This is an optimization exercise on Yosys and OpenROAD, whose aim is small area, not a production implementation.
Function was checked by simulation only, so behaviour that the tests miss may differ from the original.
Power and IR drop assume default switching activity.

==> sierra <==
// top_level
module top_level
#(
  parameter int unsigned DATA_ADDRS   = 2,
  parameter int unsigned WORD_BYTES   = 128,
  parameter int unsigned CLKS_PER_BIT = comms_pkg::CLKS_PER_BIT_DEFAULT
) (
  input  logic clk_100mhz,
  input  logic sys_rst,
  input  logic uart_rxd,
  output logic uart_txd
);
  localparam int unsigned     SlotW   = comms_pkg::idx_width(WORD_BYTES);
  localparam int unsigned     CntW    = 5;
  logic [7:0] rx_byte;
  logic       rx_valid;
  uart_rx #(
    .CLKS_PER_BIT(CLKS_PER_BIT)
  ) u_uart_rx (
    .clk_i       (clk_100mhz),
    .rst_ni      (sys_rst),
    .rxd_i       (uart_rxd),
    .byte_o      (rx_byte),
    .byte_valid_o(rx_valid)
  );
  localparam logic [SlotW-1:0] SlotLast = 7'h40;
  function automatic logic [SlotW-1:0] lfsr_step(input logic [SlotW-1:0] s);
    lfsr_step = {s[SlotW-2:0], s[SlotW-1] ^ s[SlotW-2] ^ (s[SlotW-2:0] == '0)};
  endfunction
  logic [WORD_BYTES-1:0] ring_q [2*8];
  logic [SlotW-1:0]      slot_q;      
  comms_pkg::ctrl_state_e state_q;
  logic [SlotW:0]   idx_q;
  logic             pend_q;       
  logic             valid_q;      
  logic [CntW-1:0]  tx_cnt_q;
  logic [3:0]       tx_pos_q;
  logic [7:0]       buf_q;        
  logic             txd_q;
  logic             hit_cur_q;    
  logic             hit_prev;     
  logic [SlotW-1:0] slot_step;
  logic [SlotW-1:0] idx_step;
  logic [7:0]       tap;
  always_comb begin
    hit_prev  = (slot_q == idx_q[SlotW-1:0]);
    slot_step = lfsr_step(slot_q);
    idx_step  = lfsr_step(idx_q[SlotW-1:0]);
    for (int b = 0; b < 8; b++) begin
      tap[b] = idx_q[SlotW] ? ring_q[8+b][WORD_BYTES-1] : ring_q[b][WORD_BYTES-1];
    end
  end
  always_ff @(posedge clk_100mhz) begin
  ...
==> flow/config.mk <==
export PLATFORM = sky130hd
export DESIGN_NAME = top_level
export DESIGN_NICKNAME = top_level
export VERILOG_FILES = /design/flow/design.v
export SDC_FILE = /design/flow/constraint.sdc
export NUM_CORES = 4
export LEC_CHECK = 0
export CAP_MARGIN = 20
export CORE_MARGIN = 2
export CORE_UTILIZATION = 70
export PLACE_DENSITY = 0.8
export SLEW_MARGIN = 20
==> flow/constraint.sdc <==
create_clock -name core_clock -period 10.0 [get_ports {clk_100mhz}]
set_input_delay 2.0000 -clock core_clock [delete_from_list [all_inputs] [get_ports {clk_100mhz}]]
set_output_delay 2.0000 -clock core_clock [all_outputs]
set_load 0.01 [all_outputs]
standard.sh (not shown) runs the stock make flow with config.mk's settings and CLKGATE_MAP_FILE= SYNTH_SCRIPT=/design/flow/synth_recipe.tcl, a recipe that flattens the netlist after the stock synthesis.
==> flow/flow/run.sh <==
#!/bin/bash
# Standard layout, with clock tree synthesis options of our own.
export CTS_ARGS="-sink_clustering_enable -repair_clock_nets -buf_list {sky130_fd_sc_hd__clkbuf_2 sky130_fd_sc_hd__clkbuf_8} -sink_clustering_buffer sky130_fd_sc_hd__clkbuf_8 -tree_buf sky130_fd_sc_hd__clkbuf_2 -root_buf sky130_fd_sc_hd__clkbuf_8 -sink_clustering_size 20 -sink_clustering_max_diameter 60 -dont_use_dummy_load"
bash standard.sh > flow_standard.log 2>&1
==> amber (differences from sierra) <==
--- a/flow/design.v
+++ b/flow/design.v
@@ -5,7 +5,7 @@
   typedef enum logic [2:0] {
-    StIdle  = 3'd0,
-    StHdr1  = 3'd6,
-    StHdr2  = 3'd1,
-    StWrite = 3'd5,
-    StRead  = 3'd4
+    StIdle,
+    StHdr1,
+    StHdr2,
+    StWrite,
+    StRead
   } ctrl_state_e;
==> flow/flow/run.sh (replaced) <==
#!/bin/bash
# Standard layout, with clock tree synthesis options of our own.
export CTS_ARGS="-sink_clustering_enable -repair_clock_nets -buf_list sky130_fd_sc_hd__clkbuf_8 -root_buf sky130_fd_sc_hd__clkbuf_16 -sink_clustering_size 18 -sink_clustering_max_diameter 40 -dont_use_dummy_load"
bash standard.sh > flow_standard.log 2>&1
Settings changed: CORE_UTILIZATION 70 to 60, PLACE_DENSITY 0.8 to 0.9.
==> impl_metrics.yaml <==
outcome:
  status: "finished clean"
drt:
  drtIter0Drc: 694
  num_vias: 14700
  wl_met3_um: 2110
pwr:
  p_int_w: 0.00955
global_routing:
  grt_max_degree: 26
yosys:
  synthSimpleGateAreaFrac_pct: 1.16
  synth_top_area_share_pct: 93.4
clock_network:
  cts_made_buffers: 117
Source of the figures above: sierra

==> impl_metrics.yaml <==
drt:
  drtIter0Drc: 592
  wl_met3_um: 1980
  num_vias: 15000
clock_network:
  cts_made_buffers: 150
yosys:
  synthSimpleGateAreaFrac_pct: 1.17
  synthCells: 2358
  synth_fa_ha_area_share_pct: 0.141
worst_setup_path:
  startpoint: "txd_q$_DFFE_PN1P_"
outcome:
  status: "finished clean"
Source of the figures above: amber

-- re-timing with driven ports --
No port has a modelled driver above. Below, the same layouts with a new extraction and two added sets of constraints.
Step 1: set_driving_cell puts a clkbuf_16 on clk_100mhz and a buf_2 on each other input, an assumption about the parent block.
Step 2 moves the port delays by t, midway between the first and last clock arrival at a register: inputs arrive t later, outputs are due t later. That takes back most of the time a late clock gives input paths.
a / b / c = ideal ports / drivers / drivers and shift; a / b = the first two.
run | t (ns) | setup slack, ns | hold slack, ns | clock arrival spread, ns | worst data-port slew with drivers (ns)
sierra | 0.747 | 6.304 / 6.246 / 6.993 | 0.290 / 0.290 / 0.290 | 0.088 / 0.088 | 0.03
amber | 0.695 | 6.364 / 6.308 / 7.002 | 0.245 / 0.245 / 0.245 | 0.117 / 0.117 | 0.03
After both steps every run listed still meets setup and hold.
